Background: an optimization exercise with open tools, aiming at small area. Do not read the settings as production practice. Where RTL was checked, it was by simulation tests only, not by an equivalence proof against the original.

==> flow/design.v (excerpt) <==
module sw_top (
    input  logic          clk,
    input  logic          reset,
    input  logic          valid_i,
    input  logic [1:0]    data_ref_i,
    input  logic [1:0]    data_query_i,
    output logic          finish_o,
    output logic [20:0]   best_o
);
Size: roughly 530 cells after synthesis, roughly 280 flip-flops, ~29 I/O pins, ~9500 µm² of cells after synthesis.
==> flow/config.mk <==
export PLATFORM = sky130hd
export DESIGN_NAME = sw_top
export DESIGN_NICKNAME = sw_top
export VERILOG_FILES = /design/flow/design.v
export SDC_FILE = /design/flow/constraint.sdc
export NUM_CORES = 4
export LEC_CHECK = 0
export CAP_MARGIN = 5
export CORE_MARGIN = 2
export CORE_UTILIZATION = 40
export GPL_TIMING_DRIVEN = 0
export SLEW_MARGIN = 5
==> flow/constraint.sdc <==
create_clock -name core_clock -period 11.0 [get_ports {clk}]
set_input_delay 2.2000 -clock core_clock [delete_from_list [all_inputs] [get_ports {clk}]]
set_output_delay 2.2000 -clock core_clock [all_outputs]
set_load 0.01 [all_outputs]
standard.sh (not shown) runs the stock make flow with config.mk's settings and CLKGATE_MAP_FILE= SYNTH_SCRIPT=/design/flow/synth_recipe.tcl, a recipe that flattens the netlist after the stock synthesis.
==> flow/flow/run.sh <==
#!/bin/bash
# The standard layout (the standard.sh: unchanged synthesis, floorplan,
# power grid and placement) with two knobs changed:
#  - port buffers are sky130_fd_sc_hd__buf_1 instead of the default pick
#  - clock tree synthesis with these options and no dummy loads
# The run's full output goes to standard.log here; ORFS's own per-step logs
# are under orfs/logs/.
set -euo pipefail
export BUFFER_PORTS_ARGS="-buffer_cell sky130_fd_sc_hd__buf_1"
export CTS_ARGS="-sink_clustering_enable -repair_clock_nets -sink_clustering_size 20 -sink_clustering_max_diameter 60 -buf_list sky130_fd_sc_hd__clkbuf_8 -dont_use_dummy_load"
bash standard.sh > standard.log 2>&1
The first run completed without violations.
Rerun with:
CAP_MARGIN = 20   (was 5)
SLEW_MARGIN = 20   (was 5)
Critical path depth stays the same.
No run of this note included a check of the RTL's function; only the layout flow was run.

---

Another version of the RTL of sw_top (not shown whole).
Size in the first run: ~560 cells after synthesis, roughly 280 flip-flops, roughly 29 I/O pins, ~9600 um^2 of cells after synthesis.
Design sw_top, start of the top module:
module sw_top (
    input  logic          clk,
    input  logic          reset,
    input  logic          valid_i,
    input  logic [1:0]    data_ref_i,
    input  logic [1:0]    data_query_i,
    output logic          finish_o,
    output logic [20:0]   best_o
);
==> flow/config.mk <==
export PLATFORM = sky130hd
export DESIGN_NAME = sw_top
export DESIGN_NICKNAME = sw_top
export VERILOG_FILES = /design/flow/design.v
export SDC_FILE = /design/flow/constraint.sdc
export NUM_CORES = 4
export LEC_CHECK = 0
export CAP_MARGIN = 20
export CORE_MARGIN = 2
export CORE_UTILIZATION = 35
export PLACE_DENSITY = 0.5
export SLEW_MARGIN = 20
==> flow/constraint.sdc <==
create_clock -name core_clock -period 11.0 [get_ports {clk}]
set_input_delay 2.2000 -clock core_clock [delete_from_list [all_inputs] [get_ports {clk}]]
set_output_delay 2.2000 -clock core_clock [all_outputs]
set_load 0.01 [all_outputs]
Scripts as last shown in full above: flow/flow/run.sh
Edit:
CORE_UTILIZATION = 50   (was 35)
PLACE_DENSITY = not set   (was 0.5)
Outcome:
- non-clock buffer count stays the same
- die area came out lower by a quarter to a third
- flip-flop and latch count does not change
- global-route usage came out higher by 3.4 points
- design area came out lower slightly
- worst setup slack gains 30 ps
- core utilization came out higher by 16 points
Edit:
CORE_UTILIZATION = 40   (was 50)
PLACE_DENSITY = 0.75   (was not set)
Outcome:
- The changed run went through all stages and came out clean
- register-to-register slack improved by 50 ps
- clock-buffer cell count falls by 1
- worst hold slack is worse by 3.3 ps
- area after synthesis stays the same
- final area climbs by 0.74%
Edit:
--- a/flow/flow/run.sh
+++ b/flow/flow/run.sh
@@ -10 +10 @@
-export CTS_ARGS="-sink_clustering_enable -repair_clock_nets -sink_clustering_size 20 -sink_clustering_max_diameter 60 -buf_list sky130_fd_sc_hd__clkbuf_8 -dont_use_dummy_load"
+export CTS_ARGS="-sink_clustering_enable -repair_clock_nets -sink_clustering_size 10 -sink_clustering_max_diameter 40 -buf_list sky130_fd_sc_hd__clkbuf_4 -dont_use_dummy_load"
PLACE_DENSITY = not set   (was 0.75)
After rerunning:
- sequential share of layout area went down by 0.33 points
- cell count increases by a few percent
- via count is higher by a few percent
- setup slack gets worse by 43 ps
- design area came out higher slightly
- routed wire length increases by a few percent
- clock skew grows by 31 ps
- synthesized cell count is unchanged
- fmax decreases slightly

---

Another version of the RTL of sw_top (not shown whole).
For scale: roughly 520 cells after synthesis.
clock: 11.0 ns
lec_check: 0
cap_margin: 20
core_margin: 2
core_utilization: 30
slew_margin: 20
==> flow/flow/run.sh <==
#!/bin/bash
# The standard layout (the standard.sh: unchanged synthesis, floorplan,
# power grid and placement) with two knobs changed:
#  - port buffers are sky130_fd_sc_hd__buf_1 instead of the default pick
#  - clock tree synthesis with these options and no dummy loads
# The run's full output goes to standard.log here; ORFS's own per-step logs
# are under orfs/logs/.
set -euo pipefail
export BUFFER_PORTS_ARGS="-buffer_cell sky130_fd_sc_hd__buf_1"
export CTS_ARGS="-sink_clustering_enable -repair_clock_nets -sink_clustering_size 11 -sink_clustering_max_diameter 45 -buf_list sky130_fd_sc_hd__clkbuf_4 -dont_use_dummy_load"
bash standard.sh > standard.log 2>&1
Rerun with:
Settings changed: CORE_UTILIZATION 30 to 55.
Outcome: The new run produced a clean layout; wire length shrinks by about 3.4%; final area shrinks by about 2%; setup slack is worse by 420 ps; critical path depth shrinks by 1; worst hold slack is worse by 9.5 ps; first-iteration DRC count grows by 16%; maximum frequency shrinks by 6.9%; global-route usage grows by 6.5 points.
Rerun with:
Settings changed: CAP_MARGIN 20 to 10, CORE_UTILIZATION 55 to 50, PLACE_DENSITY set to 0.7, SLEW_MARGIN 20 to 10.
The changed run ran to the end with no violations.
Global-route usage goes down by 1.3 points.
Cell area stays flat.
Rerun with:
Settings changed: CORE_UTILIZATION 50 to 40, GPL_ROUTABILITY_DRIVEN set to 0.
Effect: Via count climbs slightly. Design area climbs slightly. Area after synthesis does not change. Register-to-register slack degrades by 30 ps. Critical path depth does not change. Clock skew climbs by 6.1 ps. Hold slack degrades by 16 ps. Count of clock-buffer cells in the layout climbs by 1. Non-clock buffer count does not change.

---

## job 4149
Starting RTL as in the previous note.
Settings: LEC_CHECK=0, CAP_MARGIN=5, CORE_MARGIN=2, CORE_UTILIZATION=40, PLACE_DENSITY=0.7, SLEW_MARGIN=5; clock period 11.0 ns.
Scripts as last shown in full above: flow/flow/run.sh
Job 4149 was carried through to the last stage, and its layout satisfied the timing, DRC and antenna checks.
diff inputs: job 4149 => job 4488
diff --git a/flow/config.mk b/flow/config.mk
--- a/flow/config.mk
+++ b/flow/config.mk
@@ -7,6 +7,5 @@
 export LEC_CHECK = 0
-export CAP_MARGIN = 5
+export CAP_MARGIN = 20
 export CORE_MARGIN = 2
 export CORE_UTILIZATION = 40
-export PLACE_DENSITY = 0.7
-export SLEW_MARGIN = 5
+export SLEW_MARGIN = 20
Design area deteriorates in job 4488 relative to job 4149.
On overall routing resource usage, job 4149 tracks job 4488 almost exactly.
Of job 4149 and job 4488, the run reporting the higher headroom to the max-slew limit was job 4488.
Comparing post-route clock period utilization for job 4149 and job 4488, the bigger number came from job 4149.
Diff job 4149..job 4488 | largest fanout on the critical path | unchanged
From job 4149 to job 4488 the numbers moved as follows: weighted congestion at the end of routability-driven global placement -12%, via count of the first global-routing pass ~0 delta.
Run comparison: job 4149 destination of the critical timing path bs_q[2]$_DFFE_PP_; job 4488 destination of the critical timing path bs_q[0]$_DFFE_PP_
## Diff of input files: job 3197 against job 4488
diff --git a/flow/flow/run.sh b/flow/flow/run.sh
--- a/flow/flow/run.sh
+++ b/flow/flow/run.sh
@@ -9,3 +9,3 @@
 export BUFFER_PORTS_ARGS="-buffer_cell sky130_fd_sc_hd__buf_1"
-export CTS_ARGS="-sink_clustering_enable -repair_clock_nets -sink_clustering_size 11 -sink_clustering_max_diameter 45 -buf_list sky130_fd_sc_hd__clkbuf_4 -dont_use_dummy_load"
+export CTS_ARGS="-sink_clustering_enable -repair_clock_nets -sink_clustering_size 12 -sink_clustering_max_diameter 50 -buf_list sky130_fd_sc_hd__clkbuf_4 -dont_use_dummy_load"
 bash standard.sh > standard.log 2>&1
diff --git a/flow/config.mk b/flow/config.mk
--- a/flow/config.mk
+++ b/flow/config.mk
@@ -9,3 +9,3 @@
 export CORE_MARGIN = 2
-export CORE_UTILIZATION = 40
+export CORE_UTILIZATION = 45
 export SLEW_MARGIN = 20
[summary]
Relative to job 4488, the horizontal die dimension measured on job 3197 has decreased by a few percent.
Relative to job 4488, the final worst setup slack of job 3197 is higher by 0.083 ns.
In job 3197 relative to job 4488, final cell count had gone down by a few percent.
Compared with job 4488, job 3197 improves first-pass GRT wire length.
## Diff of input files: job 4344 against job 3197
diff --git a/flow/flow/run.sh b/flow/flow/run.sh
--- a/flow/flow/run.sh
+++ b/flow/flow/run.sh
@@ -9,3 +9,3 @@
 export BUFFER_PORTS_ARGS="-buffer_cell sky130_fd_sc_hd__buf_1"
-export CTS_ARGS="-sink_clustering_enable -repair_clock_nets -sink_clustering_size 12 -sink_clustering_max_diameter 50 -buf_list sky130_fd_sc_hd__clkbuf_4 -dont_use_dummy_load"
+export CTS_ARGS="-sink_clustering_enable -repair_clock_nets -sink_clustering_size 12 -sink_clustering_max_diameter 40 -buf_list sky130_fd_sc_hd__clkbuf_4 -dont_use_dummy_load"
 bash standard.sh > standard.log 2>&1
diff --git a/flow/config.mk b/flow/config.mk
--- a/flow/config.mk
+++ b/flow/config.mk
@@ -7,5 +7,6 @@
 export LEC_CHECK = 0
-export CAP_MARGIN = 20
+export CAP_MARGIN = 10
 export CORE_MARGIN = 2
-export CORE_UTILIZATION = 45
-export SLEW_MARGIN = 20
+export CORE_UTILIZATION = 40
+export PLACE_DENSITY = 0.7
+export SLEW_MARGIN = 10
Notes after the runs:
When job 4344 is measured against job 3197, its post-detailed-placement half-perimeter wirelength turns out 360 microns higher. Comparing job 3197 and job 4344, the lower non-filler instance count after layout was measured on job 3197. Going from job 3197 to job 4344, amount of wire on met3 after detailed routing went up 16%; total length of routed wires rose 310 microns; first-iteration DRC count now larger; delay of the slowest cell on the worst path ~0 delta.
Input-level comparison between job 5704 and job 4344:
diff --git a/flow/flow/run.sh b/flow/flow/run.sh
--- a/flow/flow/run.sh
+++ b/flow/flow/run.sh
@@ -9,3 +9,3 @@
 export BUFFER_PORTS_ARGS="-buffer_cell sky130_fd_sc_hd__buf_1"
-export CTS_ARGS="-sink_clustering_enable -repair_clock_nets -sink_clustering_size 12 -sink_clustering_max_diameter 40 -buf_list sky130_fd_sc_hd__clkbuf_4 -dont_use_dummy_load"
+export CTS_ARGS="-sink_clustering_enable -repair_clock_nets -sink_clustering_size 11 -sink_clustering_max_diameter 45 -buf_list sky130_fd_sc_hd__clkbuf_4 -balance_levels -dont_use_dummy_load"
 bash standard.sh > standard.log 2>&1
==> comparison <==
Job 5704 against job 4344: slew of the pin with the lowest slew margin lower; number of global-route vias before repair lower; final worst-path setup slack higher; H-tree depth roughly the same. Global-route total usage across every layer: job 4344 vs job 5704 — no meaningful difference. From job 5704 to job 4344, combined area of all synthesized cells did not move at all. From job 4344 to job 5704 the numbers moved as follows: required arrival time at the worst endpoint ~0 delta, fraction of cell area in non-clock buffers held steady, via count essentially unchanged, hold slack moved down. Average wire per cell in the routed design, job 5704 vs job 4344: down slightly.
Input-level comparison between job 5038 and job 5704:
diff --git a/flow/flow/run.sh b/flow/flow/run.sh
--- a/flow/flow/run.sh
+++ b/flow/flow/run.sh
@@ -9,3 +9,3 @@
 export BUFFER_PORTS_ARGS="-buffer_cell sky130_fd_sc_hd__buf_1"
-export CTS_ARGS="-sink_clustering_enable -repair_clock_nets -sink_clustering_size 11 -sink_clustering_max_diameter 45 -buf_list sky130_fd_sc_hd__clkbuf_4 -balance_levels -dont_use_dummy_load"
+export CTS_ARGS="-sink_clustering_enable -repair_clock_nets -sink_clustering_size 11 -sink_clustering_max_diameter 45 -buf_list sky130_fd_sc_hd__clkbuf_4 -dont_use_dummy_load"
 bash standard.sh > standard.log 2>&1
[summary]
Job 5038 -> job 5704: quantity of gates resized following cts delta 0, exact match
Reported for job 5704 and job 5038, inserted tap cell count turned out identical to the last digit.
Between job 5704 and job 5038, the number of design-rule violations left by the first detailed-router iteration figures differ only marginally.
Routed wire length: job 5704 vs job 5038 identical
[compare] base=job 5704 new=job 5038: weighted congestion reported at the end of routability-driven placement neither gained nor lost much; non-filler instance count after layout flat.
As far as clock latency reported for the late side of the worst-skew pair is concerned, job 5704 and job 5038 perform about the same.

-- afterwards: timing with drivers on the ports --
The flow's constraints put no driver on any port. The routed layouts listed below were extracted and timed again, unchanged, in two steps.
Step 1, drivers: a clkbuf_16 drives clk and a buf_2 each remaining input, both assumed.
Step 2 also shifts input and output timing later by t, the mid clock arrival at the registers, as if the neighbouring blocks saw the same clock.
Slacks: no drivers / after step 1 / after step 2; pairs: no drivers / after step 1.
run | t (ns) | setup WS [ns] | latest minus earliest clock arrival (ns) | worst register clock-pin slew, ns | worst slew at a driven data input, ns
the first run of note 1 | 0.550 | 3.322 / 3.322 / 3.322 | 0.050 / 0.050 | 0.11 / 0.11 | 0.03
the second run of note 1 | 0.541 | 3.418 / 3.418 / 3.418 | 0.043 / 0.043 | 0.12 / 0.12 | 0.03
the first run of note 2 | 0.535 | 2.979 / 2.979 / 2.979 | 0.070 / 0.069 | 0.11 / 0.11 | 0.04
the second run of note 2 | 0.531 | 3.010 / 3.010 / 3.010 | 0.075 / 0.075 | 0.11 / 0.11 | 0.03
the third run of note 2 | 0.530 | 3.061 / 3.061 / 3.061 | 0.051 / 0.051 | 0.12 / 0.12 | 0.03
the fourth run of note 2 | 0.605 | 3.017 / 3.017 / 3.017 | 0.081 / 0.082 | 0.10 / 0.10 | 0.03
the first run of note 3 | 0.662 | 5.370 / 5.370 / 5.370 | 0.108 / 0.109 | 0.12 / 0.12 | 0.04
the second run of note 3 | 0.661 | 4.951 / 4.951 / 4.951 | 0.077 / 0.078 | 0.11 / 0.11 | 0.03
the third run of note 3 | 0.664 | 4.926 / 4.926 / 4.926 | 0.048 / 0.047 | 0.12 / 0.12 | 0.03
the fourth run of note 3 | 0.671 | 4.893 / 4.893 / 4.893 | 0.054 / 0.054 | 0.11 / 0.11 | 0.03
job 4149 | 0.664 | 4.639 / 4.639 / 4.639 | 0.052 / 0.053 | 0.11 / 0.11 | 0.03
job 4488 | 0.615 | 4.882 / 4.882 / 4.882 | 0.064 / 0.063 | 0.11 / 0.11 | 0.04
job 3197 | 0.661 | 4.966 / 4.966 / 4.966 | 0.094 / 0.093 | 0.12 / 0.12 | 0.04
job 4344 | 0.684 | 4.868 / 4.868 / 4.868 | 0.047 / 0.047 | 0.12 / 0.12 | 0.03
job 5704 | 0.671 | 4.893 / 4.893 / 4.893 | 0.054 / 0.054 | 0.11 / 0.11 | 0.03
job 5038 | 0.671 | 4.893 / 4.893 / 4.893 | 0.054 / 0.054 | 0.11 / 0.11 | 0.03
After both steps setup and hold are still met in every run listed.
